What follows belongs to an exercise in optimizing a design on an open flow for small area; a production flow would make more cautious choices. The RTL was checked by simulation tests, not by an equivalence proof against the original design. In runs 2 to 6 the design's own scripts or RTL, not TritonCTS, make the clock network. No driver is modelled on the clock port, so clock power and skew are understated where the tree is cut down; a real chip needs a root buffer or a tree. No activity file was given, so power comes from the tool's default toggle rates.

`flow/config.mk`:
```
export PLATFORM = sky130hd
export DESIGN_NAME = rb_window_stream
export DESIGN_NICKNAME = rb_window_stream
export VERILOG_FILES = /design/flow/design.v
export SDC_FILE = /design/flow/constraint.sdc
export NUM_CORES = 4
export LEC_CHECK = 0
export CAP_MARGIN = 20
export CORE_MARGIN = 2
export CORE_UTILIZATION = 75
export SLEW_MARGIN = 20
```
`flow/constraint.sdc`:
```
create_clock -name core_clock -period 5.0 [get_ports {clk}]
set_input_delay 1.0000 -clock core_clock [delete_from_list [all_inputs] [get_ports {clk}]]
set_output_delay 1.0000 -clock core_clock [all_outputs]
set_load 0.01 [all_outputs]
```
`flow/design.v`:
```
module rb_window_stream #(
    parameter int PIXEL_WIDTH = 8,
    parameter int K           = 3,
    parameter int IMG_WIDTH   = 128,
    parameter int IMG_HEIGHT  = 128
) (
    input  logic                                 clk,
    input  logic                                 rst,
    input  logic                                 in_valid,
    output logic                                 in_ready,
    input  logic [PIXEL_WIDTH-1:0]               in_pixel,
    input  logic                                 in_sof,
    output logic                                 out_valid,
    input  logic                                 out_ready,
    output logic [K*PIXEL_WIDTH-1:0]             out_col,
    output logic [$clog2(IMG_WIDTH)-1:0]         out_x,
    output logic [$clog2(IMG_HEIGHT)-1:0]        out_y,
    output logic                                 out_eof
);
    localparam int XW    = $clog2(IMG_WIDTH);
    localparam int YW    = $clog2(IMG_HEIGHT);
    localparam int PW    = PIXEL_WIDTH;
    localparam int DEPTH = (K - 1) * IMG_WIDTH + 1;    
    localparam logic [XW-1:0] X_LAST = XW'(IMG_WIDTH - 1);
    localparam logic [YW-1:0] Y_LAST = YW'(IMG_HEIGHT - 1);
    localparam logic [YW-1:0] Y_PRIM = YW'(K - 1);
    logic              adv;
    logic              accept;
    logic              move;        
    logic              s1_valid_reg;
    logic              s1_sof_reg;
    logic [PW-1:0]     s1_pixel_reg;
    logic              out_full_reg;
    logic [XW-1:0]     out_x_reg;   
    logic [YW-1:0]     out_y_reg;
    logic [XW-1:0]     s1_x;
    logic [YW-1:0]     s1_y;
    logic [PW-1:0]     sr [DEPTH];
    assign adv    = !out_valid || out_ready;
    assign in_ready = adv && !rst;
    assign accept = in_valid && adv && !rst;
    assign move   = adv && s1_valid_reg;
    always_comb begin
        if (s1_sof_reg) begin
            s1_x = '0;
            s1_y = '0;
        end else if (out_x_reg == X_LAST) begin
            s1_x = '0;
            s1_y = (out_y_reg == Y_LAST) ? '0 : out_y_reg + YW'(1);
        end else begin
            s1_x = out_x_reg + XW'(1);
            s1_y = out_y_reg;
        end
    end
    always_ff @(posedge clk) begin
        if (accept) begin
            s1_pixel_reg <= in_pixel;
            s1_sof_reg   <= in_sof;
        end
    end
    always_ff @(posedge clk) begin
        if (move) begin
            sr[0] <= s1_pixel_reg;
            for (int i = 1; i < DEPTH; i++) sr[i] <= sr[i-1];
        end
    end
    always_ff @(posedge clk) begin
        if (rst) begin
            s1_valid_reg <= 1'b0;
            out_full_reg <= 1'b0;
            out_x_reg    <= X_LAST;
            out_y_reg    <= Y_LAST;
        end else begin
            if (adv) begin
                s1_valid_reg <= accept;
                out_full_reg <= s1_valid_reg;
            end
            if (move) begin
                out_x_reg <= s1_x;
                out_y_reg <= s1_y;
            end
        end
    end
    assign out_valid = out_full_reg && (out_y_reg >= Y_PRIM);
    assign out_x     = out_x_reg;
    assign out_y     = out_y_reg;
    assign out_eof   = (out_x_reg == X_LAST) && (out_y_reg == Y_LAST);
    generate
        for (genvar k = 0; k < K; k++) begin : g_col
            assign out_col[(K-1-k)*PW +: PW] = sr[k*IMG_WIDTH];
        end
    endgenerate
endmodule
```
`flow/flow/run.sh`:
```
#!/bin/bash
# Standard layout, with the clock tree built from fewer, larger sink clusters and
# without dummy loads, the smallest buffer on each port, and placement's
# buffering kept to the smaller buffers.
set -euo pipefail
export CTS_ARGS="-sink_clustering_enable -repair_clock_nets -sink_clustering_size 35 -sink_clustering_max_diameter 80 -buf_list sky130_fd_sc_hd__clkbuf_16 -dont_use_dummy_load"
export BUFFER_PORTS_ARGS="-buffer_cell sky130_fd_sc_hd__buf_1"
export PRE_GLOBAL_PLACE_TCL="$PWD/flow/small_bufs.tcl"
bash standard.sh > standard.log 2>&1
```
`flow/flow/small_bufs.tcl`:
```
# Keep placement's buffering to the smaller buffers.
set_dont_use {sky130_fd_sc_hd__buf_6 sky130_fd_sc_hd__buf_8 sky130_fd_sc_hd__buf_12 sky130_fd_sc_hd__buf_16 sky130_fd_sc_hd__bufinv_8 sky130_fd_sc_hd__bufinv_16 sky130_fd_sc_hd__bufbuf_8 sky130_fd_sc_hd__bufbuf_16}
```
`flow/standard.sh`:
```
#!/bin/bash
# synth_recipe.tcl (not shown) runs the flow's synth.tcl, then flattens the netlist and writes it again
# the make line also repeats each setting of config.mk as NAME=value (left out here)
make -C /OpenROAD-flow-scripts/flow DESIGN_CONFIG=/design/flow/config.mk WORK_HOME=/design/flow/orfs CLKGATE_MAP_FILE= SYNTH_SCRIPT=/design/flow/synth_recipe.tcl "${@:-finish}"
```
==> results.txt, run 1 <==
Min path:
- The classification of the worst-slack hold path is reg2reg.

Yosys:
- The number of cells produced by synthesis is 2174.
- The yosys synthesis warning count is 2.
- Summed over its instances, the top area cell type makes up 98.5% of the synthesized netlist area.
- The leading area contributor after synthesis is sky130_fd_sc_hd__edfxtp_1.
- For this run, the leading register cell type out of synthesis is sky130_fd_sc_hd__edfxtp_1.
- Ranked by total cell area, the synthesized netlist is headed by sky130_fd_sc_hd__edfxtp_1 (99%), sky130_fd_sc_hd__dfxtp_1 (0.51%), sky130_fd_sc_hd__nor2_1 (0.066%), sky130_fd_sc_hd__a311o_1 (0.064%), sky130_fd_sc_hd__ha_1 (0.060%).
- In the synthesized netlist, the cells that appear most often are sky130_fd_sc_hd__edfxtp_1 (2065), sky130_fd_sc_hd__dfxtp_1 (16), sky130_fd_sc_hd__nor2_1 (11), sky130_fd_sc_hd__inv_1 (9).
- In this run the cell area of the synthesized design comes to 0.0630 mm^2.
- The register bit total from synthesis is 2081.
- Of all flip-flops after synthesis, the portion carrying an async set or reset was 0%.
- When the netlist entered floorplanning its net count stood at 2190.
- The sequential share of the synthesized area is 99.0%.
- The mean instance size in the synthesized netlist is 29.0 um^2.
- The distinct cell type count of the synthesized netlist is 40.
- Counting flops with a built-in enable in the synthesized netlist gives 2065.
- In the post-synthesis netlist, the cell with the most instances is sky130_fd_sc_hd__edfxtp_1.

Timing:
- The clock tree skew after final layout is 0.0371 ns.
- The worst pin sits at a relative slew slack of 38.5%.
- The final cycle utilization of the critical path is 63.0%.
- Setup violations remaining at the end of the flow were counted as 0.
- For the pin with the worst max-slew slack, the measured transition is 0.922 ns.
- Summed over all failing endpoints, the final setup total negative slack is 0 ns.
- The time the worst path needs with I/O delays and setup is 3.15 ns.
- The hold violation total from the final report came to 0.
- The tightest hold margin is 0.408 ns.
- The number of max-slew violations in the final report is 0.
- Setup repair after global routing left no endpoint under its margin.
- Timing would allow up to 317 MHz.
- After layout, the worst setup slack is 1.85 ns.

Die:
- 54 I/O pins were placed.
- The chip height is 294 um.
- The floorplan step defined a die boundary enclosing 0.0863 mm^2.
- Measured along the x axis, the die boundary spans 294 um.
- The starting density of the core is 75.5%.
- The initialized floorplan defines 106 standard-cell rows.
- The area inside the core boundary is 0.0834 mm^2.

Place:
- The wire-length estimate of the detail-placed layout is 31500 um.
- The setup slack at placement is 1.77 ns.
- The final weighted congestion of routability-driven global placement is 0.761.
- Port buffering added 53 buffers.
- The placed instances occupy a cell area of 0.0650 mm^2.

Route:
- The number of detailed-route iterations in the first pass is 5.
- The number of DRC violations after detailed-routing iteration 0 is 1716.
- The mean routed wirelength per cell is 19.5 um.
- In the routed layout, each cell is associated on average with a via count of 5.69.
- The remaining design rule violation count is 0.
- The post-route antenna net violation count is 0.
- The count of vias placed by the detailed router is 19.7k.
- The detailed-route wire length is 67400 um.

Worst setup path:
- On the worst path, the slowest cell contributes a delay of 0.49 ns.
- STA classifies the critical path startpoint as a flop.
- At the worst endpoint, the arrival time is 2.15 ns.
- The worst endpoint required time is 4.00 ns.
- The critical path is of the reg2out type.
- The worst setup path is captured at an output pin.
- The cell with the largest stage delay on the worst path is sky130_fd_sc_hd__dfxtp_1.
- In this run the worst path has a maximum fanout of 6.
- Walking the worst path, the cells encountered are inv_1 -> ha_1 -> nor4_4 -> a21oi_1 -> nor2_1 -> buf_1.

Cells and area:
- The layout overhead on the synthesized area is 5.94%.
- The proportion of layout cells with a drive suffix above 1 is 6.24%.
- In the final design database the tool counted 2390 nets.
- The register with the most flip-flops in the layout has 2056 of them.
- The cell area after layout is 0.0667 mm^2.
- The antenna diode count is 0.

CTS:
- The clock net in this run drives a total of 2081 sinks.
- After clock tree synthesis, the clock-pin slew on the worst setup and hold paths is 0.11 ns.
- The later pin in the worst-skew pair is clocked with a latency of 0.64 ns.
- The longest clock path from root to sink contains 3 buffers.
- The setup fix buffers added after clock tree synthesis is 0.
- Gates resized during post-CTS repair numbered 0.
- The number of hold buffers added after CTS was 0.
- The root cell of the clock tree is sky130_fd_sc_hd__clkbuf_16.
- The number of buffers inserted during clock tree synthesis is 69.
- TritonCTS built the clock tree.
- The clock tree synthesis step divided the H-tree into 3 levels.

Outcome:
- The flow ran to the end and the layout has no timing, DRC or antenna violations.

GRT:
- The number of global-route vias before repair is 18.7k.
- Global routing used 26.6% of the available met1 tracks.
- The remaining global-route overflow is 0.
- Entering global routing, the biggest net connects 65 pins.
- The wire length of the first global-routing pass is 104000 um.
- The global routing stage identified its most utilized layer as met1.
- The routing usage on met2 is 22.1%.
- The number of antenna violations at the first check in global routing is 1.
- Global routing used 15.6% of the available tracks.
- The met3 track demand over resource is 2.33%.

Pwr:
- Power spread over the standard cell area amounts to 400 mW/mm^2.
- The leakage power is 15.5 nW.
- Across the VDD grid, the largest voltage drop is 0.429 mV.
- Overall power consumption after layout is estimated at 26.7 mW.

Flow run:
- The number of maximum-capacitance constraint violations is 0.
## final timing paths
kind	startpoint	to	slack, ns	depth (start not counted)
max	out_y_reg[0]	in_ready	1.85	6
min	sr[220][0]	sr[221][0]	0.41	0
max reg2reg	out_y_reg[0]	sr[134][6]	1.94	7
min reg2reg	sr[220][0]	sr[221][0]	0.41	0
## area by class of cell
type                       instances  area (um^2)
sequential                      2081        62300
fill                            3845        16700
clock buffer                      69         1730
tap                             1080         1350
timing repair buffer             139          708
multi-input combinational         74          537
inverter                           9         37.5
## per-layer routing
metal | part of all wire [%] | up-vias
met5 | 0 | -
met4 | 1.5 | 0
met3 | 3.5 | 81
met2 | 43 | 253
met1 | 52 | 10200
li1 | - | 9113
## where the power goes
part	internal [mW]	switching, mW	total, mW
Clock	2.52	4.24	6.77
Sequential	19.3	0.0689	19.4
Combinational	0.0748	0.427	0.501
## through the flow
step | utilization, % | std cells
2_1_floorplan | - | 2174
3_3_place_gp | 77.9 | 3383
3_5_place_dp | 77.9 | 3383
4_1_cts | 79.9 | 3452
5_1_grt | 79.9 | 3452
6_report | 79.9 | 3452
## worst max-delay path, delay by kind of cell (launching register included)
kind | cells | cell delay [ns]
DFF | 1 | 0.49
and+or+nand+nor | 2 | 0.36
buffers and inverters | 2 | 0.28
adders and majority gates | 1 | 0.24
AOI/OAI and AO/OA | 1 | 0.18
## cells in the final DEF (no fill, tap or decap), drive strengths merged
cell / netlist / final
nor3: 5 / 5
dfxtp: 16 / 16
o31ai: 1 / 1
and4: 1 / 1
nand2b: 1 / 1
a31oi: 4 / 4
clkbuf: 4 / 70
clkinvlp: 0 / 1
nor4: 1 / 1
o21a: 2 / 2
a311o: 4 / 4
o41ai: 1 / 1
o311ai: 1 / 1
or4: 1 / 1
a211o: 4 / 4
o21ai: 4 / 4
nor2: 11 / 11
nand3: 5 / 5
a21boi: 1 / 1
a41oi: 2 / 2
and2: 1 / 1
a22oi: 1 / 1
o31a: 4 / 4
or3: 2 / 2
a21o: 1 / 1
ha: 3 / 3
mux2i: 1 / 1
buf: 6 / 138
nand4: 3 / 3
nor4b: 2 / 2
inv: 9 / 8
a21oi: 2 / 2
a211oi: 1 / 1
and3: 2 / 2
nand2: 2 / 2
edfxtp: 2065 / 2065
## cell families after synthesis
group	Yosys count	share of synthesized area [%]
AOI/OAI and AO/OA	33	0.421
muxes	1	0.0159
buffers and inverters	19	0.145
adders and majority gates	3	0.0596
DFF	2081	99.0
and+or+nand+nor	37	0.344
==> inputs of run 2 (changes only) <==
==> flow/flow/run.sh (replaced) <==
#!/bin/bash
# Standard layout, except: the clock tree is built by hand as 96 balanced leaf
# clusters under 12 mid-level buffers and one root buffer (flow/cts_hook.tcl),
# each port gets the smallest buffer, and placement's buffering is kept to the
# smaller buffers.
set -euo pipefail
export PRE_CTS_TCL="$PWD/flow/cts_hook.tcl"
export BUFFER_PORTS_ARGS="-buffer_cell sky130_fd_sc_hd__buf_1"
export PRE_GLOBAL_PLACE_TCL="$PWD/flow/small_bufs.tcl"
bash standard.sh > standard.log 2>&1
==> flow/flow/clock_tree.tcl (new file) <==
# Builds the clock tree by hand: the flip-flops are split by recursive
# bisection into equal-sized leaf clusters, each driven by a clock buffer at
# its centre; the buffers of each level are grouped the same way under the
# next level's buffers, and one root buffer on the clock port drives the top.
proc ct_split {items n} {
  # items: list of {iterm x y}; returns n groups of near-equal size, split
  # recursively across the wider side of their bounding box
  if {$n <= 1} { return [list $items] }
  set xs [lmap e $items {lindex $e 1}]; set ys [lmap e $items {lindex $e 2}]
  set dx [expr {[tcl::mathfunc::max {*}$xs] - [tcl::mathfunc::min {*}$xs]}]
  set dy [expr {[tcl::mathfunc::max {*}$ys] - [tcl::mathfunc::min {*}$ys]}]
  set k [expr {$dx >= $dy ? 1 : 2}]
  set s [lsort -real -index $k $items]
  set n1 [expr {$n / 2}]
  set h [expr {([llength $s] * $n1 + $n / 2) / $n}]
  return [concat [ct_split [lrange $s 0 [expr {$h-1}]] $n1] [ct_split [lrange $s $h end] [expr {$n - $n1}]]]
}

# Drive each group of a level from a new buffer at the group's centre; returns
# the new buffers' inputs as the next level's items.
proc ct_level {groups master prefix} {
  set block [ord::get_db_block]
  set m [[ord::get_db] findMaster $master]
  set next {}
  set i 0
  foreach g $groups {
    set net [odb::dbNet_create $block "${prefix}_${i}_clk"]
    $net setSigType CLOCK
    set buf [odb::dbInst_create $block $m "${prefix}_${i}"]
    foreach e $g {
      set it [lindex $e 0]
      if {[$it getNet] ne "NULL"} { $it disconnect }
      $it connect $net
    }
    [$buf findITerm X] connect $net
    set sx 0; set sy 0
    foreach e $g { set sx [expr {$sx + [lindex $e 1]}]; set sy [expr {$sy + [lindex $e 2]}] }
    set cx [expr {int($sx / [llength $g])}]; set cy [expr {int($sy / [llength $g])}]
    $buf setLocation $cx $cy
    $buf setPlacementStatus PLACED
    lappend next [list [$buf findITerm A] $cx $cy]
    incr i
  }
  return $next
}

# levels: list of {count master}, from the leaves up; the last level should
# have count 1 (the root buffer), whose input goes on the clock net.
proc ct_build {clk_net_name levels} {
  set block [ord::get_db_block]
  set clknet [$block findNet $clk_net_name]
  set items {}
  foreach it [$clknet getITerms] {
    set inst [$it getInst]
    if {[[$inst getMaster] isSequential]} {
      set b [$inst getBBox]
      lappend items [list $it [expr {([$b xMin]+[$b xMax])/2}] [expr {([$b yMin]+[$b yMax])/2}]]
    }
  }
  puts "clock tree: [llength $items] flip-flops"
  set li 0
  foreach lv $levels {
    lassign $lv n master
    set items [ct_level [ct_split $items $n] $master "ct_l${li}"]
    puts "clock tree: level $li, [llength $items] x $master"
    incr li
  }
  foreach e $items { [lindex $e 0] connect $clknet }
}
==> flow/flow/cts_hook.tcl (new file) <==
# Runs before clock_tree_synthesis in ORFS's cts.tcl: builds the clock tree by
# hand (flow/clock_tree.tcl) and turns the CTS call that follows into a no-op;
# the rest of the CTS step (legalisation, timing repair) runs as usual.
source [file join [file dirname [info script]] clock_tree.tcl]
ct_build clk {{96 sky130_fd_sc_hd__clkbuf_8} {12 sky130_fd_sc_hd__clkbuf_8} {1 sky130_fd_sc_hd__clkbuf_16}}
set_propagated_clock [all_clocks]
rename clock_tree_synthesis ""
proc clock_tree_synthesis {args} { puts "clock_tree_synthesis skipped: tree built by flow/clock_tree.tcl" }
==> run 2 against run 1 <==
  * Sequential power about the same
  * Core utilization fell by 0.26 points
  * Flip-flop and latch count unchanged
==> results.txt, run 2 <==
Worst setup path:
- In this run the critical register-to-register path is launched from out_y_reg[0].
- STA classifies the critical path endpoint as an output pin.
- The start-to-end type of the worst setup path is reg2out.
- The critical path startpoint category is a flop.
- Counting cells, the worst reg-to-reg path comes to 7.
- The data arrival time of the worst path is 2.24 ns.
- The source of the critical timing path is out_y_reg[0].
- At the worst endpoint, the required time is 4.00 ns.
- Of all nets on the critical path, the largest fanout is 6.

Route:
- The count of vias placed by the detailed router is 19.8k.
- For this block, the routed nets add up to 65300 um of wire.
- The mean routed wirelength per cell is 18.7 um.
- The remaining design rule violation count is 0.
- The post-route antenna net violation count is 0.
- Using the TritonRoute via totals, the vias-per-cell ratio works out to 5.67.
- The number of DRC violations after detailed-routing iteration 0 is 1524.
- The number of detailed-route iterations in the first pass is 6.

Cells and area:
- The repair_antennas step left the layout with diodes totalling 0.
- The filler-free cell count of the finished design is 3492.
- The layout overhead on the synthesized area is 5.60%.
- For this run, the post-layout net count is 2430.
- The flip-flop count of the largest register, all copies and words added is 2056.
- In the layout the commonest cells are sky130_fd_sc_hd__edfxtp_1 (2065), sky130_fd_sc_hd__clkbuf_8 (108), sky130_fd_sc_hd__buf_1 (66).
- The most common cell after layout, fill and taps aside is sky130_fd_sc_hd__edfxtp_1.
- The proportion of layout cells with a drive suffix above 1 is 7.79%.
- The cell area after layout is 0.0665 mm^2.

Timing:
- After routing, the total negative slack on setup checks comes to 0 ns.
- The slew at the pin closest to its max-slew limit is 0.923 ns.
- The number of max-slew violations in the final report was 0.
- The final number of setup-violating endpoints is 0.
- Static timing analysis puts the maximum clock frequency at 308 MHz.
- The clock tree skew after final layout is 0.0287 ns.
- Setup repair after global routing left no endpoint under its margin.
- The final cycle utilization of the critical path is 64.9%.
- On the final layout, the worst hold slack is 0.407 ns.
- In this run the tightest slew margin relative to its limit is 38.5%.
- The minimum setup slack in the final design is 1.76 ns.
- The hold violation total from the final report was 0.
- Counting I/O delays and the setup requirement, the final critical path takes 3.24 ns.

CTS:
- After clock tree synthesis, the clock-pin slew on the worst setup and hold paths is 0.12 ns.
- In this run the post-CTS setup repair buffer count came out at 0.
- After clock tree synthesis, the repair step resized 0 gates.
- The clock reaches the later pin of the worst-skew pair after 0.70 ns.
- For this design, the CTS-stage hold fixing added 0 buffers.

Min path:
- The worst hold path begins at sr[214][3].
- The min-delay analysis places its worst path in the category reg2reg.
- The cell depth of the worst hold path is 0.

Die:
- The initial utilization of the core area, before any placement, comes to 75.5%.
- The area inside the core boundary is 0.0834 mm^2.
- The count of standard-cell rows is 106.
- The die area is 0.0863 mm^2.
- The chip height is 294 um.
- The horizontal extent of the die is 294 um.
- 54 I/O pins were placed.

GRT:
- The global-route usage over all layers is 14.7%.
- The number of global-route vias before repair was 18.6k.
- The remaining global-route overflow is 0.
- Entering global routing, the biggest net connects 65 pins.
- The wire length of the first global-routing pass is 101000 um.
- The number of antenna violations at the first check in global routing is 1.

Pwr:
- The worst-case IR drop observed on VDD is 0.288 mV.
- The leakage power is 15.5 nW.
- Power spread over the standard cell area amounts to 392 mW/mm^2.

Place:
- The setup slack at placement is 1.77 ns.
- In this run the cell area measured after placement is 0.0650 mm^2.
- Port buffering added 53 buffers.
- The congestion estimate from routability-driven global placement came to 0.761.
- The number of placed instances, taps included, is 3383.
- The HPWL reported at the end of detailed placement is 31500 um.

Flow run:
- The number of maximum-capacitance constraint violations is 0.

Yosys:
- The cell with the most instances after synthesis is sky130_fd_sc_hd__edfxtp_1.
- The most used flip-flop cell after synthesis is sky130_fd_sc_hd__edfxtp_1.
- Of all flip-flops after synthesis, the portion carrying an async set or reset was 0%.
- The yosys synthesis warning count is 2.
- Yosys mapped a number of flops with a built-in enable equal to 2065.
- The number of cells produced by synthesis is 2174.
- By count the netlist is led by sky130_fd_sc_hd__edfxtp_1 (2065), sky130_fd_sc_hd__dfxtp_1 (16), sky130_fd_sc_hd__nor2_1 (11), sky130_fd_sc_hd__inv_1 (9).
- The biggest area contributor in the post-synthesis netlist is sky130_fd_sc_hd__edfxtp_1.
- A synthesized cell averages 29.0 um^2.
- The synthesized cell area is 0.0630 mm^2.
- After synthesis, the cell types taking the most area are sky130_fd_sc_hd__edfxtp_1 (99%), sky130_fd_sc_hd__dfxtp_1 (0.51%), sky130_fd_sc_hd__nor2_1 (0.066%), sky130_fd_sc_hd__a311o_1 (0.064%), sky130_fd_sc_hd__ha_1 (0.060%).
- In this run the biggest area consumer among cell types represents 98.5% of the synthesized area.
- Yosys mapped the design onto 40 distinct sky130hd cell types.
- The total nets after synthesis is 2190.
- The register bit total from synthesis is 2081.
- The sequential share of the synthesized area is 99.0%.

Outcome:
- The run finished with no timing, DRC or antenna violations.
## run 2: metal layers
layer	GRT usage (%)	vias up	wire length, um
li1	-	9172	-
met1	25.7	10200	33400
met2	20.8	301	27800
met3	2.11	112	2570
met4	3.40	0	1520
met5	0	-	0
## run 2: metrics by stage
stage	util, %	total power, mW
floorplan	-	21.3
global placement	77.9	20.2
detailed placement	77.9	20.3
CTS	79.7	26.4
global route	79.7	26.9
finish	79.7	26.0
## run 2: cell type report
class,count,area (um^2)
flip-flops and latches,2081,62300
repair buffers,139,708
inverters,9,37.5
fillers,3794,16900
plain buffers,109,1510
well taps,1080,1350
multi-input cells,74,537
## run 2: cell families (layout without fill, tap and decap cells)
| family | Yosys count | in the layout | synth area share (%) |
|---|---|---|---|
| muxes | 1 | 1 | 0.0159 |
| AOI/OAI and AO/OA | 33 | 33 | 0.421 |
| buffers and inverters | 19 | 257 | 0.145 |
| adders and majority gates | 3 | 3 | 0.0596 |
| DFF | 2081 | 2081 | 99.0 |
| and+or+nand+nor | 37 | 37 | 0.344 |
## run 2: path summary, 6_finish.rpt
path / endpoint / slack, ns
worst min register to register: sr[215][3] / 0.41
worst max register to register: sr[155][6] / 1.93
worst max-delay path: in_ready / 1.76
worst min-delay path: sr[215][3] / 0.41
## run 2: report_power, final
group	switching, mW	internal (mW)
combinational	0.424	0.0748
clock	4.15	2.00
sequential	0.0663	19.3
total	4.64	21.4
## run 2: critical path: stages, from the launching register on
cell	delay, ns
sky130_fd_sc_hd__dfxtp_1	0.49
sky130_fd_sc_hd__inv_1	0.11
sky130_fd_sc_hd__ha_1	0.24
sky130_fd_sc_hd__nor4_4	0.22
sky130_fd_sc_hd__a21oi_1	0.18
sky130_fd_sc_hd__nor2_1	0.15
sky130_fd_sc_hd__buf_1	0.17
==> inputs of run 3 (changes only) <==
--- a/flow/flow/clock_tree.tcl
+++ b/flow/flow/clock_tree.tcl
@@ -69 +69,25 @@
 }
+
+# Swap each buffer of a level whose worst flip-flop clock-pin slew (estimated
+# from placement) is over limit_ps for a stronger master.
+proc ct_upsize {prefix limit_ps master} {
+  set block [ord::get_db_block]
+  set m [[ord::get_db] findMaster $master]
+  set_propagated_clock [all_clocks]
+  estimate_parasitics -placement
+  worst_slack -max
+  set n 0
+  foreach inst [$block getInsts] {
+    if {![string match "${prefix}_*" [$inst getName]]} { continue }
+    set net [[$inst findITerm X] getNet]
+    set worst 0
+    foreach p [get_pins -of_objects [get_nets [$net getName]] -filter "direction == input"] {
+      foreach a {slew_max_rise slew_max_fall} {
+        set s [expr {[sta::time_ui_sta [get_property $p $a]] * 1e12}]
+        if {$s > $worst} { set worst $s }
+      }
+    }
+    if {$worst > $limit_ps} { $inst swapMaster $m; incr n }
+  }
+  puts "clock tree: $n of level $prefix swapped to $master"
+}
--- a/flow/flow/cts_hook.tcl
+++ b/flow/flow/cts_hook.tcl
@@ -4,3 +4,3 @@
 source [file join [file dirname [info script]] clock_tree.tcl]
-ct_build clk {{96 sky130_fd_sc_hd__clkbuf_8} {12 sky130_fd_sc_hd__clkbuf_8} {1 sky130_fd_sc_hd__clkbuf_16}}
+ct_build clk {{96 sky130_fd_sc_hd__clkbuf_8} {12 sky130_fd_sc_hd__clkbuf_8} {3 sky130_fd_sc_hd__clkbuf_16} {1 sky130_fd_sc_hd__clkbuf_16}}
 set_propagated_clock [all_clocks]
==> run 3 against run 2 <==
  * Core utilization up 0.090 points
  * Synthesized cell count unchanged
  * Largest cell class unchanged
  * Clock skew up 0.0033 ns
  * Critical path type unchanged
  * Still clean
  * Combinational power about the same
  * Final cell count about the same
  * Worst setup slack worse by 0.035 ns
  * Clock power up 2%
  * Area after synthesis unchanged
  * Flip-flop and latch count unchanged
  * Register-to-register slack about the same
  * Sequential power about the same
  * First-iteration DRC count down 0.79%
==> results.txt, run 3 <==
Outcome:
- The run finished with no timing, DRC or antenna violations.

CTS:
- The setup fix buffers added after clock tree synthesis is 0.
- The clock-pin slew on the worst setup and hold paths is 0.12 ns.
- The hold buffer count at CTS is 0.
- The count of cells resized by post-cts repair is 0.
- The clock latency of the later-clocked register in the worst-skew pair is 0.74 ns.

Worst setup path:
- On the worst path, the slowest cell contributes a delay of 0.49 ns.
- The worst setup path is launched from a flop.
- Traced cell by cell, the critical path runs through inv_1 -> ha_1 -> nor4_4 -> a21oi_1 -> nor2_1 -> buf_1.
- Data arrives at the worst endpoint at 2.28 ns.
- The reg-to-reg critical path startpoint is out_y_reg[0].
- The slowest stage of the critical path is the sky130_fd_sc_hd__dfxtp_1 cell.
- The biggest fanout along the worst timing path is 6.
- The setup path with the least slack is of type reg2out.
- The slack of the worst reg-to-reg path is 1.94 ns.
- For the worst setup path, the data required time is 4.00 ns.
- The endpoint identified for the worst register-to-register timing path is sr[155][6].
- The worst setup path is captured at an output pin.
- Measured in cells, the most critical reg-to-reg path has a length of 7.

Timing:
- At the pin with the least slew margin, the transition time is 0.901 ns.
- The hold violation total from the final report came to 0.
- The maximum frequency from static timing analysis is 305 MHz.
- The number of max-slew violations in the final report came to 0.
- In the finished design, the share of the clock period the worst path needs comes to 65.6%.
- The clock arrives with 0.0320 ns of skew.
- Subtracting the final worst setup slack from the clock period gives 3.28 ns.
- Setup total negative slack on the finished layout was measured at 0 ns.
- The final number of setup-violating endpoints is 0.
- Setup repair after global routing left no endpoint under its margin.
- The relative slew slack is 40.0%.

Pwr:
- For this design the ratio of total power to cell area is 393 mW/mm^2.
- IR analysis of the VDD net gives a maximum drop of 0.289 mV.
- The leakage power is 15.5 nW.
- The post-layout total power is 26.2 mW.

Die:
- The chip height is 294 um.
- The floorplan has 106 rows.
- The floorplan step set the die width to 294 um.
- The initial utilization of the core area, before any placement, comes to 75.5%.
- The area inside the core boundary is 0.0834 mm^2.
- During I/O placement, the number of pins put on the boundary was 54.
- The floorplan step defined a die boundary enclosing 0.0863 mm^2.

Place:
- Routability-driven placement finished with a final weighted congestion of 0.761.
- The instance count after placement with tap cells included is 3383.
- Input and output buffers added on the ports amount to 53.
- The HPWL reported at the end of detailed placement is 31500 um.

Yosys:
- In this run, synthesis inferred 2065 flip-flops with an integrated enable.
- The cell with the most instances after synthesis is sky130_fd_sc_hd__edfxtp_1.
- The yosys synthesis warning count is 2.
- After synthesis, the most frequently instantiated cells are sky130_fd_sc_hd__edfxtp_1 (2065), sky130_fd_sc_hd__dfxtp_1 (16), sky130_fd_sc_hd__nor2_1 (11), sky130_fd_sc_hd__inv_1 (9).
- In the synthesized netlist, the number of instances is 2174.
- Synthesis inferred 2081 register bits.
- Summing the sequential cell areas from Yosys gives 99.0% of the chip area.
- The total nets after synthesis is 2190.
- Ranked by total cell area, the synthesized netlist is headed by sky130_fd_sc_hd__edfxtp_1 (99%), sky130_fd_sc_hd__dfxtp_1 (0.51%), sky130_fd_sc_hd__nor2_1 (0.066%), sky130_fd_sc_hd__a311o_1 (0.064%), sky130_fd_sc_hd__ha_1 (0.060%).
- Summed over all instances, the cell type with the most area after synthesis is sky130_fd_sc_hd__edfxtp_1.
- The proportion of synthesized flip-flops having asynchronous set or reset is 0%.
- The mean instance size in the synthesized netlist is 29.0 um^2.
- Among all flip-flop cells after synthesis, the most frequent one is sky130_fd_sc_hd__edfxtp_1.
- The distinct cell type count of the synthesized netlist is 40.
- Of the post-synthesis cell area, the dominant cell type holds 98.5%.
- The synthesized cell area is 0.0630 mm^2.

Cells and area:
- The antenna diode count is 0.
- The finished layout holds 3495 standard cells, fillers aside.
- The flip-flop count of the largest register, all copies and words added is 2056.
- The top cell types in the final layout, fill and taps aside, are sky130_fd_sc_hd__edfxtp_1 (2065), sky130_fd_sc_hd__clkbuf_8 (108), sky130_fd_sc_hd__buf_1 (66).
- In the final layout, flip-flops and latches occupy 0.0623 mm^2.
- The layout overhead on the synthesized area is 5.72%.
- The most common cell after layout, fill and taps aside is sky130_fd_sc_hd__edfxtp_1.
- The post-route netlist has 7.91% of its cells at a drive strength greater than 1.
- The filler cell count in the final layout is 3787.
- The area of the multi-input gates is 537 um^2.
- For this run, the post-layout net count is 2433.

Min path:
- The cell depth of the worst hold path is 0.
- The startpoint identified for the worst hold timing path is sr[214][3].
- The path with the worst hold slack has its endpoint at sr[215][3].
- The min-delay analysis places its worst path in the category reg2reg.

GRT:
- The pin count of the biggest net entering global routing is 65.
- The remaining global-route overflow is 0.
- Global routing consumed, over all layers together, 14.8% of the routing resources.
- The number of antenna violations at the first check in global routing is 1.
- The wire length of the first global-routing pass is 101000 um.
- The number of global-route vias before repair is 18.6k.

Route:
- For this block, the routed nets add up to 65500 um of wire.
- The number of detailed-route iterations in the first pass is 5.
- In this run the remaining antenna-violating nets after routing total 0.
- The number of DRC violations after detailed-routing iteration 0 is 1512.
- In the final routed layout, each cell accounts on average for 18.7 um.
- Across all layers, the routed design uses 19.7k vias.
- Using the TritonRoute via totals, the vias-per-cell ratio works out to 5.65.
- In the routed design, unresolved DRC markers number 0.

Flow run:
- The number of maximum-capacitance constraint violations is 0.
==> run 3: cell types whose count changed in the layout (fill, tap and decap cells not counted) <==
cell                        delta
sky130_fd_sc_hd__clkbuf_16     +3
==> run 3: logic make-up after synthesis <==
| group | synth area share, % |
|---|---|
| flops | 99.0 |
| buf+inv | 0.145 |
| fa+ha+maj | 0.0596 |
| compound gates | 0.421 |
| mux | 0.0159 |
| simple gates | 0.344 |
==> run 3: through the flow <==
step / instance area (um^2) / hold slack [ns] / utilization (%) / worst slack, ns
after floorplan: 63000 / 0.400 / - / -28.03
after global placement: 65000 / 0.400 / 77.9 / 1.87
after detailed placement: 65000 / 0.405 / 77.9 / 1.77
after CTS: 66500 / 0.346 / 79.8 / 1.65
after global routing: 66600 / 0.359 / 79.8 / 1.56
final: 66600 / 0.408 / 79.8 / 1.72
==> run 3: cell type report <==
| cell class | instances | share of cell area (%) |
|---|---|---|
| sequential | 2081 | 93.7 |
| timing repair buffer | 139 | 1.06 |
| tap | 1080 | 2.03 |
| inverter | 9 | 0.0564 |
| multi-input combinational | 74 | 0.807 |
| buffer | 112 | 2.38 |
==> run 3: worst max path at each step <==
stage            startpoint          to  slack, ns  cells after the start
2_1_floorplan     out_ready    sr[0][0]     -28.03                      4
3_3_place_gp      out_ready  sr[140][6]       1.87                      6
3_5_place_dp      out_ready  sr[139][6]       1.77                      6
4_1_cts        out_y_reg[0]    in_ready       1.65                      6
5_1_grt        out_y_reg[1]     out_eof       1.56                      5
6_report       out_y_reg[0]    in_ready       1.72                      6
==> run 3: power breakdown <==
part | total (mW) | switching [mW] | leakage [nW] | internal [mW]
combinational | 0.499 | 0.424 | 0.669 | 0.0748
clock | 6.30 | 4.19 | 0.826 | 2.11
sequential | 19.4 | 0.0665 | 14.0 | 19.3
total | 26.2 | 4.68 | 15.5 | 21.5
==> run 3: critical path, delay by kind of cell (launching register included) <==
family / cells / cell delay, ns
compound gates: 1 / 0.18
fa+ha+maj: 1 / 0.24
simple gates: 2 / 0.36
buf+inv: 2 / 0.27
flops: 1 / 0.49
==> run 3: layer usage <==
layer	GRT usage, %	part of all wire [%]
met3	2.27	4.2
met2	20.8	42
met4	3.57	2.4
met1	25.7	51
met5	0	0
==> inputs of run 4 (changes only) <==
--- a/flow/flow/cts_hook.tcl
+++ b/flow/flow/cts_hook.tcl
@@ -4,3 +4,3 @@
 source [file join [file dirname [info script]] clock_tree.tcl]
-ct_build clk {{96 sky130_fd_sc_hd__clkbuf_8} {12 sky130_fd_sc_hd__clkbuf_8} {3 sky130_fd_sc_hd__clkbuf_16} {1 sky130_fd_sc_hd__clkbuf_16}}
+ct_build clk {{104 sky130_fd_sc_hd__clkbuf_8} {13 sky130_fd_sc_hd__clkbuf_8} {1 sky130_fd_sc_hd__clkbuf_16}}
 set_propagated_clock [all_clocks]
--- a/flow/config.mk
+++ b/flow/config.mk
@@ -7,2 +7,3 @@
 export LEC_CHECK = 0
+export ABC_AREA = 1
 export CAP_MARGIN = 20
==> run 4 against run 3 <==
  * Final cell count increased by 0.69%
  * Global-route usage increased by 0.18 points
  * Flip-flop and latch count is the same
  * Cell area is essentially flat
  * Worst setup slack got worse by 0.037 ns
  * Sequential share of layout area is 0.053 points higher
  * Synthesized cell count is 2.0% higher
  * Register-to-register slack barely moved
  * Sequential power about the same
  * Maximum frequency is 1.1% lower
  * Critical path depth stayed put
  * Die area about the same
==> results.txt, run 4 <==
Outcome:
- The run finished with no timing, DRC or antenna violations.

Cells and area:
- The proportion of layout cells with a drive suffix above 1 is 6.93%.
- The cell area after layout is 0.0665 mm^2.
- The layout overhead on the synthesized area is 5.59%.
- 0 antenna diodes ended up in the layout.
- The filler-free cell count of the finished design is 3519.
- The final layout contains 2457 nets.
- The register with the most flip-flops in the layout has 2056 of them.
- The most common cell after layout, fill and taps aside is sky130_fd_sc_hd__edfxtp_1.
- The filler cell count in the final layout is 3829.
- Leaving out fill and tap cells, the most frequent cells in the layout are sky130_fd_sc_hd__edfxtp_1 (2065), sky130_fd_sc_hd__clkbuf_8 (117), sky130_fd_sc_hd__buf_1 (67).

Timing:
- The clock tree skew after final layout is 0.0404 ns.
- Setup repair after global routing left no endpoint under its margin.
- The final cycle utilization of the critical path is 66.3%.
- The slew at the pin closest to its max-slew limit is 0.994 ns.
- The hold violation total from the final report is 0.
- The time the worst path needs with I/O delays and setup is 3.31 ns.
- Setup violations remaining at the end of the flow were counted as 0.
- Final hold analysis gives a worst-case slack of 0.412 ns.
- The worst pin sits at a relative slew slack of 33.7%.
- The number of max-slew violations in the final report came to 0.
- The maximum frequency from static timing analysis is 302 MHz.
- The aggregate negative setup slack is 0 ns.

Pwr:
- The internal portion of the total power is 21.6 mW.
- Of the total power, combinational logic draws 2.0%.
- The power density normalized to cell area is 395 mW/mm^2.
- Across the VDD grid, the largest voltage drop is 0.317 mV.
- The analysis attributes to cell leakage a power of 15.6 nW.
- The post-layout total power is 26.3 mW.
- The switching part of the total is 18.0%.
- The part of the total power dissipated in sequential elements is 73.7%.
- In this run the power spent charging and discharging nets is 4.75 mW.
- The clock network burns 24.3% of the power.

CTS:
- The number of gates resized after CTS was 0.
- The number of hold buffers added after CTS was 0.
- The clock latency of the later-clocked register in the worst-skew pair is 0.72 ns.
- The setup fix buffers added after clock tree synthesis is 0.
- The clock-pin slew on the worst setup and hold paths is 0.12 ns.

Yosys:
- sky130_fd_sc_hd__edfxtp_1 is the most common cell in the netlist.
- The number of cells produced by synthesis is 2217.
- The yosys synthesis warning count is 2.
- sky130_fd_sc_hd__edfxtp_1 takes more of the synthesized area than any other cell.
- The number of different library cells used by synthesis comes to 27.
- In the synthesized netlist the dominant register cell turns out to be sky130_fd_sc_hd__edfxtp_1.
- The total nets after synthesis is 2233.
- The synthesized cell area is 0.0630 mm^2.
- The sequential share of the synthesized area is 98.9%.
- After synthesis, the most frequently instantiated cells are sky130_fd_sc_hd__edfxtp_1 (2065), sky130_fd_sc_hd__nand2_1 (47), sky130_fd_sc_hd__nand3_1 (21), sky130_fd_sc_hd__nor2_1 (18), sky130_fd_sc_hd__inv_1 (17).
- The proportion of synthesized flip-flops having asynchronous set or reset is 0%.
- The number of synthesized flops with an enable pin is 2065.
- By area the synthesized netlist is led by sky130_fd_sc_hd__edfxtp_1 (98%), sky130_fd_sc_hd__dfxtp_1 (0.51%), sky130_fd_sc_hd__nand2_1 (0.28%), sky130_fd_sc_hd__nand3_1 (0.17%), sky130_fd_sc_hd__nor2_1 (0.11%).
- In this run, synthesis produced a sequential element count of 2081.
- Averaged over all synthesized cells, the footprint is 28.4 um^2.
- The proportion of netlist area held by the largest area contributor is 98.4%.

Worst setup path:
- The type of destination of the critical path is an output pin.
- The worst setup path is launched from a flop.
- For the worst setup path, the data arrival time is 2.31 ns.
- The biggest fanout along the worst timing path is 7.
- The worst endpoint required time is 4.00 ns.
- The start-to-end type of the worst setup path is reg2out.

Die:
- The initialized floorplan defines 106 standard-cell rows.
- The area inside the core boundary is 0.0834 mm^2.
- The number of top-level pins is 54.
- The die covers 0.0863 mm^2.
- The starting density of the core is 75.5%.
- The horizontal extent of the die is 294 um.
- Measured along the y axis, the die boundary spans 294 um.

Flow run:
- The number of maximum-capacitance constraint violations is 0.

Place:
- The instance count after placement with tap cells included is 3401.
- The HPWL reported at the end of detailed placement is 30400 um.
- After detailed placement, the total cell area comes to 0.0649 mm^2.
- The final weighted congestion of routability-driven global placement is 0.777.
- During placement, the flow inserted port buffers numbering 53.

GRT:
- The remaining global-route overflow is 0.
- Entering global routing, the biggest net connects 152 pins.
- In the global route stage, overall resource usage came out at 15.0%.
- The number of antenna violations at the first check in global routing is 2.
- The number of global-route vias before repair is 18.7k.
- The first global-routing pass estimated 102000 um of wire.

Route:
- The per-cell via count in the routed design is 5.67.
- The routed layout has 19.9k vias.
- The mean routed wirelength per cell is 19.0 um.
- The post-route antenna net violation count is 0.
- The detailed-route wire length is 66900 um.
- The number of DRC violations after detailed-routing iteration 0 is 1461.
- For this run, design rule violations remaining after detail routing come to 0.
- The first TritonRoute pass finished after 5 iterations.

Min path:
- The worst hold path belongs to the class reg2reg.
[run 4: cell types whose count changed after synthesis, moves of 7 or more]
cell / change
sky130_fd_sc_hd__nand2_1: +45
sky130_fd_sc_hd__nand3_1: +16
sky130_fd_sc_hd__inv_1: +8
sky130_fd_sc_hd__nor2_1: +7
[run 4: power by group through the flow]
stage | Sequential, mW | Clock, mW | Combinational (mW)
after floorplan | 19.9 | 0 | 0.363
after CTS | 19.4 | 6.73 | 0.522
after global routing | 19.4 | 7.23 | 0.584
final | 19.4 | 6.39 | 0.514
after detailed placement | 19.8 | 0 | 0.535
after global placement | 19.8 | 0 | 0.492
[run 4: layout make-up]
type                            count  area (um^2)  share of cell area [%]
Buffer                            118         1640                    2.46
Tap cell                         1080         1350                    2.03
Multi-Input combinational cell    113          566                   0.850
Sequential cell                  2081        62300                    93.7
Inverter                           20          114                   0.171
Timing Repair Buffer              107          517                   0.777
[run 4: worst paths after layout]
path / from / endpoint / slack, ns / cells past startpoint
hold / removal: sr[252][3] / sr[253][3] / 0.41 / 0
hold reg to reg: sr[252][3] / sr[253][3] / 0.41 / 0
setup / recovery: out_y_reg[0] / out_eof / 1.69 / 6
setup reg to reg: out_y_reg[0] / sr[189][3] / 1.94 / 8
[run 4: stage by stage]
stage	setup WS (ns)	util, %
final	1.69	79.7
after global routing	1.53	79.7
after CTS	1.69	79.7
after detailed placement	1.74	77.8
after global placement	1.84	77.8
after floorplan	-1.05	-
[run 4: critical path, stage by stage (launching register included)]
cell	delay, ns
sky130_fd_sc_hd__dfxtp_1	0.48
sky130_fd_sc_hd__ha_1	0.22
sky130_fd_sc_hd__nand2_1	0.08
sky130_fd_sc_hd__nor2_1	0.24
sky130_fd_sc_hd__nand2_1	0.22
sky130_fd_sc_hd__nor2_1	0.17
sky130_fd_sc_hd__buf_1	0.17
[run 4: per-layer routing]
metal	wire length, um	vias up	GRT usage (%)	share of wire (%)
met5	0	-	0	0
met4	1740	0	3.70	2.6
met3	2630	117	2.18	3.9
met2	28100	317	21.0	42
met1	34500	10300	26.0	52
li1	-	9205	-	-
[run 4: kinds of logic (layout without fill, tap and decap cells)]
group,count (synthesis),after routing,share of synthesized area [%]
adders and majority gates,3,3,0.0596
AOI/OAI and AO/OA,6,6,0.0576
xor gates and xnor gates,1,1,0.0139
DFF,2081,2081,98.9
and+or+nand+nor,103,103,0.767
buffers and inverters,23,245,0.153
==> inputs of run 5 (changes only) <==
--- a/flow/config.mk
+++ b/flow/config.mk
@@ -7,3 +7,2 @@
 export LEC_CHECK = 0
-export ABC_AREA = 1
 export CAP_MARGIN = 20
==> run 5 against run 4 <==
  * Clock power about the same
  * Die area about the same
  * Flip-flop and latch count unchanged
  * Sequential share of layout area down 0.12 points
  * Core utilization up 0.10 points
  * Worst hold slack better by 0.0053 ns
  * Final cell count down 0.51%
==> results.txt, run 5 <==
GRT:
- The first global-routing pass estimated 102000 um of wire.
- Summed over all layers, the global routing overflow is 0.
- Across every metal layer, demand over resource in global routing totals 15.0%.
- The number of antenna violations at the first check in global routing is 2.
- The pin count of the biggest net entering global routing is 65.
- The number of global-route vias before repair is 18.8k.

Worst setup path:
- STA classifies the critical path endpoint as an output pin.
- The family with the most delay on the worst path is flip-flops.
- The biggest fanout along the worst timing path is 6.
- The critical path contains buffers and inverters numbering 2 combined.
- The signal on the critical path passes through inv_1 -> ha_1 -> nor4_4 -> a21oi_1 -> nor2_1 -> buf_1.
- The critical path in this run is classified as reg2out.
- The critical path startpoint category is a flop.
- At the worst endpoint, the arrival time is 2.24 ns.
- For the worst setup path, the data required time is 4.00 ns.
- In this design, the stage delay of the slowest critical-path cell is 0.49 ns.
- For this design, the slowest cell found on the critical path is sky130_fd_sc_hd__dfxtp_1.

Pwr:
- The internal portion of the total power is 21.5 mW.
- The switching power is 4.70 mW.
- The leakage power is 15.5 nW.
- The post-layout total power is 26.2 mW.
- The share of total power in combinational logic is 1.9%.
- Of the total power, the clock network draws 24.3%.
- The switching part of the total is 17.9%.
- The part of the total power dissipated in sequential elements is 73.8%.
- VDD sags by at most 0.291 mV.
- In this run the power density over the cells is 394 mW/mm^2.

Timing:
- The relative slew slack is 38.8%.
- Static timing analysis puts the maximum clock frequency at 308 MHz.
- The aggregate negative setup slack is 0 ns.
- The hold violation total from the final report is 0.
- The number of max-slew violations in the final report is 0.
- Of the available clock period, the critical path in the final layout requires 64.9%.
- The tightest hold path in the finished design has a slack of 0.417 ns.
- The final number of setup-violating endpoints is 0.
- At the pin with the least slew margin, the transition time is 0.918 ns.
- Clock skew on the completed layout was measured at 0.0283 ns.
- Setup repair after global routing left no endpoint under its margin.
- The smallest clock period supported by the final layout is computed as 3.24 ns.

Cells and area:
- The most common cell after layout, fill and taps aside is sky130_fd_sc_hd__edfxtp_1.
- In the layout the commonest cells are sky130_fd_sc_hd__edfxtp_1 (2065), sky130_fd_sc_hd__clkbuf_8 (117), sky130_fd_sc_hd__buf_1 (66).
- The repair_antennas step left the layout with diodes totalling 0.
- The register with the most flip-flops in the layout has 2056 of them.
- For this run, the post-layout net count is 2439.
- Relative to the synthesized area, the layout overhead comes to 5.80%.
- Cells with a size suffix above 1 make up 8.14% of the layout.
- The cell area after layout is 0.0666 mm^2.
- The filler-free cell count of the finished design is 3501.

Yosys:
- The most used flip-flop cell after synthesis is sky130_fd_sc_hd__edfxtp_1.
- The number of cells produced by synthesis is 2174.
- The average instance in the mapped netlist occupies 29.0 um^2.
- The synthesized cell area is 0.0630 mm^2.
- Synthesis instantiated 40 different standard cells from the library.
- The yosys synthesis warning count is 2.
- Sequential elements use 99.0% of the synthesized area.
- The register bit total from synthesis is 2081.
- The number of nets in the synthesized netlist is 2190.
- For this run, asynchronously set or reset flops after synthesis account for 0%.
- The synthesized design spends more area on one cell type than any other, namely sky130_fd_sc_hd__edfxtp_1.
- Yosys mapped a number of flops with a built-in enable equal to 2065.
- The proportion of netlist area held by the largest area contributor is 98.5%.
- By area the synthesized netlist is led by sky130_fd_sc_hd__edfxtp_1 (99%), sky130_fd_sc_hd__dfxtp_1 (0.51%), sky130_fd_sc_hd__nor2_1 (0.066%), sky130_fd_sc_hd__a311o_1 (0.064%), sky130_fd_sc_hd__ha_1 (0.060%).
- sky130_fd_sc_hd__edfxtp_1 is the most common cell in the netlist.
- By count the netlist is led by sky130_fd_sc_hd__edfxtp_1 (2065), sky130_fd_sc_hd__dfxtp_1 (16), sky130_fd_sc_hd__nor2_1 (11), sky130_fd_sc_hd__inv_1 (9).

Place:
- The HPWL reported at the end of detailed placement is 31500 um.
- The congestion estimate from routability-driven global placement came to 0.761.
- Once placement finished, the instance area stood at 0.0650 mm^2.
- In this run the tool buffered the top-level ports with 53 buffer cells.
- The instance count after placement with tap cells included is 3383.

Flow run:
- The tool flagged a number of max-cap violations equal to 0.

Route:
- The detailed router placed 19.8k vias in this run.
- After detailed routing, the number of vias per cell comes to 5.64.
- The number of DRC violations after detailed-routing iteration 0 is 1488.
- The detailed-route wire length is 66000 um.
- The count of nets left with antenna violations once routing finished came out at 0.
- The number of detailed-route iterations in the first pass is 5.
- Dividing the detail-routed wire length by the instance count gives 18.8 um.
- The remaining design rule violation count is 0.

Die:
- The horizontal extent of the die is 294 um.
- After floorplanning, the core was divided into 106 placement rows.
- The number of top-level pins is 54.
- The core region is 0.0834 mm^2.
- The die area is 0.0863 mm^2.
- The chip height is 294 um.
- For this configuration, the core starts out at a cell density of 75.5%.

CTS:
- The clock latency of the later-clocked register in the worst-skew pair is 0.70 ns.
- Buffers added to address setup during post-CTS repair amount to 0.
- The count of cells resized by post-cts repair is 0.
- The hold buffer count at CTS is 0.
- Clock-pin slew was measured on the worst setup and hold paths at 0.12 ns.

Outcome:
- The run finished with no timing, DRC or antenna violations.

Min path:
- The classification of the worst-slack hold path is reg2reg.
run 5: cell count changes after synthesis, moves of 4 or more:
cell,change
sky130_fd_sc_hd__nand2_1,-45
sky130_fd_sc_hd__nand3_1,-16
sky130_fd_sc_hd__inv_1,-8
sky130_fd_sc_hd__nor2_1,-7
sky130_fd_sc_hd__a211o_1,+4
sky130_fd_sc_hd__a311o_1,+4
sky130_fd_sc_hd__a31oi_1,+4
sky130_fd_sc_hd__o31a_1,+4
run 5: metrics by stage:
stage          utilization (%)  setup slack (ns)
3_5_place_dp              77.9              1.77
5_1_grt                   79.8              1.60
4_1_cts                   79.8              1.68
2_1_floorplan                -            -28.03
6_report                  79.8              1.76
3_3_place_gp              77.9              1.87
run 5: kinds of logic after synthesis:
family	count (synthesis)	share of synthesized area, %
adder cells (fa/ha/maj)	3	0.0596
AO/OA/AOI/OAI	33	0.421
AND/OR/NAND/NOR	37	0.344
buffers and inverters	19	0.145
multiplexers	1	0.0159
flip-flops	2081	99.0
run 5: metal layers:
metal  vias up  track usage, %  routed length, um  part of all wire [%]
met3       127            2.24               2570                   3.9
met1     10200            25.7              33600                    51
met4         0            3.82               1700                   2.6
met5         -               0                  0                     0
li1       9188               -                  -                     -
met2       291            21.2              28100                    43
run 5: path summary, 6_finish.rpt:
path | from | endpoint | slack, ns | depth (start not counted)
setup / recovery | out_y_reg[0] | in_ready | 1.76 | 6
hold / removal | sr[157][4] | sr[158][4] | 0.42 | 0
setup reg to reg | out_y_reg[0] | sr[135][6] | 1.92 | 7
hold reg to reg | sr[157][4] | sr[158][4] | 0.42 | 0
run 5: power by group through the flow:
stage | Combinational, mW | Clock [mW] | Sequential [mW]
final | 0.499 | 6.37 | 19.4
after floorplan | 0.348 | 0 | 21.0
after global placement | 0.478 | 0 | 19.8
after detailed placement | 0.520 | 0 | 19.8
after global routing | 0.566 | 7.22 | 19.4
after CTS | 0.508 | 6.71 | 19.4
run 5: area by class of cell:
class	instances	area, um^2
Sequential cell	2081	62300
Fill cell	3781	16800
Buffer	118	1640
Tap cell	1080	1350
Timing Repair Buffer	139	708
Multi-Input combinational cell	74	537
Inverter	9	37.5
==> inputs of run 6 (changes only) <==
--- a/flow/flow/run.sh
+++ b/flow/flow/run.sh
@@ -1,4 +1,4 @@
 #!/bin/bash
-# Standard layout, except: the clock tree is built by hand as 96 balanced leaf
-# clusters under 12 mid-level buffers and one root buffer (flow/cts_hook.tcl),
+# Standard layout, except: the clock tree is built by hand as 64 balanced leaf
+# clusters under 8 mid-level buffers and one root buffer (flow/cts_hook.tcl),
 # each port gets the smallest buffer, and placement's buffering is kept to the
==> flow/flow/clock_tree.tcl (replaced) <==
# Build a clock tree by hand: group the flip-flops by recursive bisection into
# leaf clusters, give each a clkbuf at the cluster's centre, and drive the
# leaves from a few mid-level buffers and one root buffer on the clock port.
proc ct_center {insts} {
  set sx 0; set sy 0; set n 0
  foreach i $insts {
    set b [$i getBBox]
    set sx [expr {$sx + ([$b xMin] + [$b xMax]) / 2.0}]
    set sy [expr {$sy + ([$b yMin] + [$b yMax]) / 2.0}]
    incr n
  }
  return [list [expr {int($sx / $n)}] [expr {int($sy / $n)}]]
}
proc ct_split {items depth} {
  # items: list of {inst x y}; returns list of groups, 2^depth of them
  if {$depth == 0} { return [list $items] }
  set xs [lmap e $items {lindex $e 1}]; set ys [lmap e $items {lindex $e 2}]
  set dx [expr {[tcl::mathfunc::max {*}$xs] - [tcl::mathfunc::min {*}$xs]}]
  set dy [expr {[tcl::mathfunc::max {*}$ys] - [tcl::mathfunc::min {*}$ys]}]
  set k [expr {$dx >= $dy ? 1 : 2}]
  set s [lsort -real -index $k $items]
  set h [expr {[llength $s] / 2}]
  return [concat [ct_split [lrange $s 0 [expr {$h-1}]] [expr {$depth-1}]] [ct_split [lrange $s $h end] [expr {$depth-1}]]]
}
proc ct_place {inst x y} {
  $inst setLocation $x $y
  $inst setPlacementStatus PLACED
}
proc ct_build {leaf_depth mid_depth leaf_master mid_master root_master} {
  set block [ord::get_db_block]
  set db [ord::get_db]
  set clknet [$block findNet clk]
  set items {}
  foreach it [$clknet getITerms] {
    if {[$it isInputSignal] || [$it getSigType] eq "CLOCK" || 1} {
      set inst [$it getInst]
      if {[[$inst getMaster] isSequential]} {
        set b [$inst getBBox]
        lappend items [list $it [expr {([$b xMin]+[$b xMax])/2}] [expr {([$b yMin]+[$b yMax])/2}]]
      }
    }
  }
  puts "CT sinks [llength $items]"
  set lm [$db findMaster $leaf_master]
  set mm [$db findMaster $mid_master]
  set rm [$db findMaster $root_master]
  set groups [ct_split $items $leaf_depth]
  set per_mid [expr {1 << ($leaf_depth - $mid_depth)}]
  set leaves {}
  set gi 0
  foreach g $groups {
    set net [odb::dbNet_create $block "ct_leaf_${gi}_clk"]
    $net setSigType CLOCK
    set buf [odb::dbInst_create $block $lm "ct_leaf_${gi}"]
    foreach e $g { set it [lindex $e 0]; $it disconnect; $it connect $net }
    [$buf findITerm X] connect $net
    set sx 0; set sy 0
    foreach e $g { set sx [expr {$sx + [lindex $e 1]}]; set sy [expr {$sy + [lindex $e 2]}] }
    set cx [expr {int($sx / [llength $g])}]; set cy [expr {int($sy / [llength $g])}]
    ct_place $buf $cx $cy
    lappend leaves [list [$buf findITerm A] $cx $cy]
    incr gi
  }
  # mid level: group the leaves the same way
  set mgroups [ct_split $leaves $mid_depth]
  set mids {}
  set mi 0
  foreach g $mgroups {
    set net [odb::dbNet_create $block "ct_mid_${mi}_clk"]
    $net setSigType CLOCK
    set buf [odb::dbInst_create $block $mm "ct_mid_${mi}"]
    foreach e $g { [lindex $e 0] connect $net }
    [$buf findITerm X] connect $net
    set sx 0; set sy 0
    foreach e $g { set sx [expr {$sx + [lindex $e 1]}]; set sy [expr {$sy + [lindex $e 2]}] }
    set cx [expr {int($sx / [llength $g])}]; set cy [expr {int($sy / [llength $g])}]
    ct_place $buf $cx $cy
    lappend mids [list [$buf findITerm A] $cx $cy]
    incr mi
  }
  set net [odb::dbNet_create $block "ct_root_clk"]
  $net setSigType CLOCK
  set buf [odb::dbInst_create $block $rm "ct_root"]
  foreach e $mids { [lindex $e 0] connect $net }
  [$buf findITerm X] connect $net
  set sx 0; set sy 0
  foreach e $mids { set sx [expr {$sx + [lindex $e 1]}]; set sy [expr {$sy + [lindex $e 2]}] }
  ct_place $buf [expr {int($sx / [llength $mids])}] [expr {int($sy / [llength $mids])}]
  [$buf findITerm A] connect $clknet
  puts "CT leaves [llength $groups] mids [llength $mgroups]"
}
--- a/flow/flow/cts_hook.tcl
+++ b/flow/flow/cts_hook.tcl
@@ -4,3 +4,3 @@
 source [file join [file dirname [info script]] clock_tree.tcl]
-ct_build clk {{104 sky130_fd_sc_hd__clkbuf_8} {13 sky130_fd_sc_hd__clkbuf_8} {1 sky130_fd_sc_hd__clkbuf_16}}
+ct_build 6 3 sky130_fd_sc_hd__clkbuf_16 sky130_fd_sc_hd__clkbuf_16 sky130_fd_sc_hd__clkbuf_16
 set_propagated_clock [all_clocks]
==> run 6 against run 5 <==
  * First-iteration DRC count grew 18%
  * Die area did not move
  * Critical path type unchanged
  * Highest routed layer unchanged
  * Maximum frequency up 1.3%
  * Global-route usage shrank 0.15 points
==> results.txt, run 6 <==
Timing:
- The relative slew slack is 37.8%.
- The tightest hold margin is 0.414 ns.
- The number of max-slew violations in the final report is 0.
- For this run, the top clock speed supported by timing is 313 MHz.
- Setup repair after global routing left no endpoint under its margin.
- Between clock sinks in the finished design, the worst skew comes to 0.0225 ns.
- The final cycle utilization of the critical path is 64.0%.
- The final number of setup-violating endpoints is 0.
- The hold violation total from the final report is 0.
- At the pin with the least slew margin, the transition time is 0.932 ns.
- The aggregate negative setup slack is 0 ns.
- The smallest clock period supported by the final layout is computed as 3.20 ns.

Worst setup path:
- For the worst setup path, the data required time is 4.00 ns.
- The worst setup path is captured at an output pin.
- Traced cell by cell, the critical path runs through inv_1 -> ha_1 -> nor4_4 -> a21oi_1 -> nor2_1 -> buf_1.
- The biggest fanout along the worst timing path is 6.
- The cell with the largest stage delay on the worst path is sky130_fd_sc_hd__dfxtp_1.
- The critical path is of the reg2out type.
- STA puts the critical path data arrival time at 2.20 ns.
- STA classifies the critical path startpoint as a flop.
- The biggest cell delay along the critical path is 0.49 ns.

CTS:
- The clock latency of the later-clocked register in the worst-skew pair is 0.66 ns.
- The hold buffer count at CTS is 0.
- After clock tree synthesis, the clock-pin slew on the worst setup and hold paths is 0.11 ns.
- The setup fix buffers added after clock tree synthesis is 0.
- The number of gates resized after CTS was 0.

Yosys:
- When the netlist entered floorplanning its net count stood at 2190.
- The proportion of synthesized flip-flops having asynchronous set or reset is 0%.
- The mean instance size in the synthesized netlist is 29.0 um^2.
- Ranked by total cell area, the synthesized netlist is headed by sky130_fd_sc_hd__edfxtp_1 (99%), sky130_fd_sc_hd__dfxtp_1 (0.51%), sky130_fd_sc_hd__nor2_1 (0.066%), sky130_fd_sc_hd__a311o_1 (0.064%), sky130_fd_sc_hd__ha_1 (0.060%).
- Yosys mapped a number of flops with a built-in enable equal to 2065.
- The sequential share of the synthesized area is 99.0%.
- The cell with the most instances after synthesis is sky130_fd_sc_hd__edfxtp_1.
- Yosys printed 2 warnings.
- The proportion of netlist area held by the largest area contributor is 98.5%.
- Sorting the synthesized cells by how often they occur yields sky130_fd_sc_hd__edfxtp_1 (2065), sky130_fd_sc_hd__dfxtp_1 (16), sky130_fd_sc_hd__nor2_1 (11), sky130_fd_sc_hd__inv_1 (9).
- Synthesis inferred 2081 register bits.
- The synthesized netlist contains 40 unique library cells.
- The leading area contributor after synthesis is sky130_fd_sc_hd__edfxtp_1.
- Summing every instance area after synthesis gives 0.0630 mm^2.
- The most used flip-flop cell after synthesis is sky130_fd_sc_hd__edfxtp_1.
- The number of cells produced by synthesis is 2174.

Route:
- In the routed design, unresolved DRC markers number 0.
- The count of vias placed by the detailed router is 19.7k.
- The detailed router finished its first iteration with 1753 violations.
- Once detail routing completed, the nets flagged for antenna violations numbered 0.
- The final layout contains routed wiring with a total length of 66000 um.
- The number of detailed-route iterations in the first pass is 5.
- The mean routed wirelength per cell is 19.1 um.
- The per-cell via count in the routed design is 5.69.

Die:
- In this run the standard cell core region covers 0.0834 mm^2.
- The count of standard-cell rows is 106.
- The starting density of the core is 75.5%.
- The chip height is 294 um.
- The number of top-level pins is 54.
- The floorplan step set the die width to 294 um.
- The floorplan step defined a die boundary enclosing 0.0863 mm^2.

Pwr:
- The internal power is 22.0 mW.
- Summed over all nets, the switching power comes to 4.70 mW.
- Combinational cells account for 1.9% of the total power.
- The power density normalized to cell area is 400 mW/mm^2.
- Sequential cells burn 72.5% of the power.
- The peak ir drop on the vdd network is 0.401 mV.
- The clock network is responsible for 25.6% of the overall power.
- Net switching is 17.6% of the power.
- The leakage power is 15.6 nW.

Cells and area:
- The filler cell count in the final layout is 3831.
- In the final design database the tool counted 2394 nets.
- The multi-input combinational cells in the finished layout cover a total of 537 um^2.
- The proportion of layout cells with a drive suffix above 1 is 6.40%.
- The layout overhead on the synthesized area is 6.10%.
- The top cell types in the final layout, fill and taps aside, are sky130_fd_sc_hd__edfxtp_1 (2065), sky130_fd_sc_hd__clkbuf_16 (73), sky130_fd_sc_hd__buf_1 (66).
- The antenna diode count is 0.
- The final core utilization is 80.1%.
- The register with the most flip-flops in the layout has 2056 of them.
- The area used by sequential logic in the layout is 0.0623 mm^2.
- Leaving out fill and tap cells, the most frequent cell in the layout is sky130_fd_sc_hd__edfxtp_1.

Flow run:
- The number of maximum-capacitance constraint violations is 0.

Outcome:
- The run finished with no timing, DRC or antenna violations.

GRT:
- The number of global-route vias before repair came to 18.4k.
- The number of antenna violations at the first check in global routing was 0.
- The global-route usage over all layers is 14.8%.
- The first global-routing pass estimated 102000 um of wire.
- Entering global routing, the biggest net connects 65 pins.
- The remaining global-route overflow is 0.

Place:
- During placement, the flow inserted port buffers numbering 53.
- The HPWL reported at the end of detailed placement is 31500 um.
- The congestion estimate from routability-driven global placement came to 0.761.

Min path:
- The classification of the worst-slack hold path is reg2reg.
-- run 6: cell types whose count changed in the layout (fill, tap and decap cells not counted) --
cell / previous run / this run
sky130_fd_sc_hd__clkbuf_8: 117 / 0
sky130_fd_sc_hd__clkbuf_16: 1 / 73
-- run 6: cells by family (layout without fill, tap and decap cells) --
family	Yosys count	count (layout)	share of synthesized area, %
AOI/OAI and AO/OA	33	33	0.421
adders and majority gates	3	3	0.0596
buffers and inverters	19	221	0.145
DFF	2081	2081	99.0
muxes	1	1	0.0159
and+or+nand+nor	37	37	0.344
-- run 6: final cells by class --
| type | count | area share [%] |
|---|---|---|
| tap | 1080 | 2.02 |
| timing repair buffer | 139 | 1.06 |
| inverter | 9 | 0.0562 |
| buffer | 73 | 2.74 |
| multi-input combinational | 74 | 0.804 |
| sequential | 2081 | 93.3 |
-- run 6: power groups by stage --
stage / combinational, mW / sequential [mW] / clock (mW)
finish: 0.500 / 19.4 / 6.85
floorplan: 0.348 / 21.0 / 0
detailed placement: 0.520 / 19.8 / 0
global route: 0.566 / 19.4 / 7.62
global placement: 0.478 / 19.8 / 0
CTS: 0.509 / 19.4 / 7.13
-- run 6: worst paths after layout --
kind                              startpoint          to  slack [ns]  cells after the start
worst min register to register    sr[185][2]  sr[186][2]        0.41                      0
worst min-delay path              sr[185][2]  sr[186][2]        0.41                      0
worst max-delay path            out_y_reg[0]    in_ready        1.80                      6
worst max register to register  out_y_reg[0]  sr[140][6]        1.93                      7
-- run 6: critical path: cells and delay by family, from the launching register on --
family	cells	cell delay, ns
flip-flops	1	0.49
AND/OR/NAND/NOR	2	0.36
buffers and inverters	2	0.27
adder cells (fa/ha/maj)	1	0.24
AO/OA/AOI/OAI	1	0.18
-- run 6: stage by stage --
step	setup slack (ns)	std cells	total power [mW]	cell area (um^2)
final	1.80	3456	26.7	66800
after global routing	1.66	3456	27.6	66800
after CTS	1.73	3456	27.0	66800
after detailed placement	1.77	3383	20.3	65000
after global placement	1.87	3383	20.2	65000
after floorplan	-28.03	2174	21.3	63000
-- run 6: per-layer routing --
layer,global-route usage [%],share of wire [%],up-vias
li1,-,-,9116
met4,2.89,2.2,0
met5,0,0,-
met2,21.6,43,256
met1,25.6,51,10200
met3,1.67,3.2,95

[port drivers added, routing unchanged]
The flow's constraints put no driver on any port. The routed layouts listed below were extracted and timed again, unchanged, in two steps.
Step 1, drivers: a clkbuf_16 drives clk and a buf_2 each remaining input, both assumed.
Step 2 times the ports against the registers' clock, not the clock port: input delays grow and output delays shrink by t, the midpoint of the rising clock arrivals with the driver on.
Slacks: ideal ports / drivers / drivers and shift; pairs: ideal ports / drivers.
run | shift t [ns] | setup WS [ns] | worst setup path at the end | cell pins on the clock port's net
run 1 | 0.689 | 1.849 / 1.782 / 1.849 | input to register | 1
run 2 | 0.744 | 1.757 / 1.694 / 1.855 | input to register | 1
run 3 | 0.794 | 1.722 / 1.658 / 1.866 | input to register | 1
run 4 | 0.772 | 1.685 / 1.615 / 1.749 | input to register | 1
run 5 | 0.754 | 1.757 / 1.689 / 1.854 | input to register | 1
run 6 | 0.718 | 1.801 / 1.737 / 1.853 | input to register | 1
After both steps setup and hold are still met in every run listed.
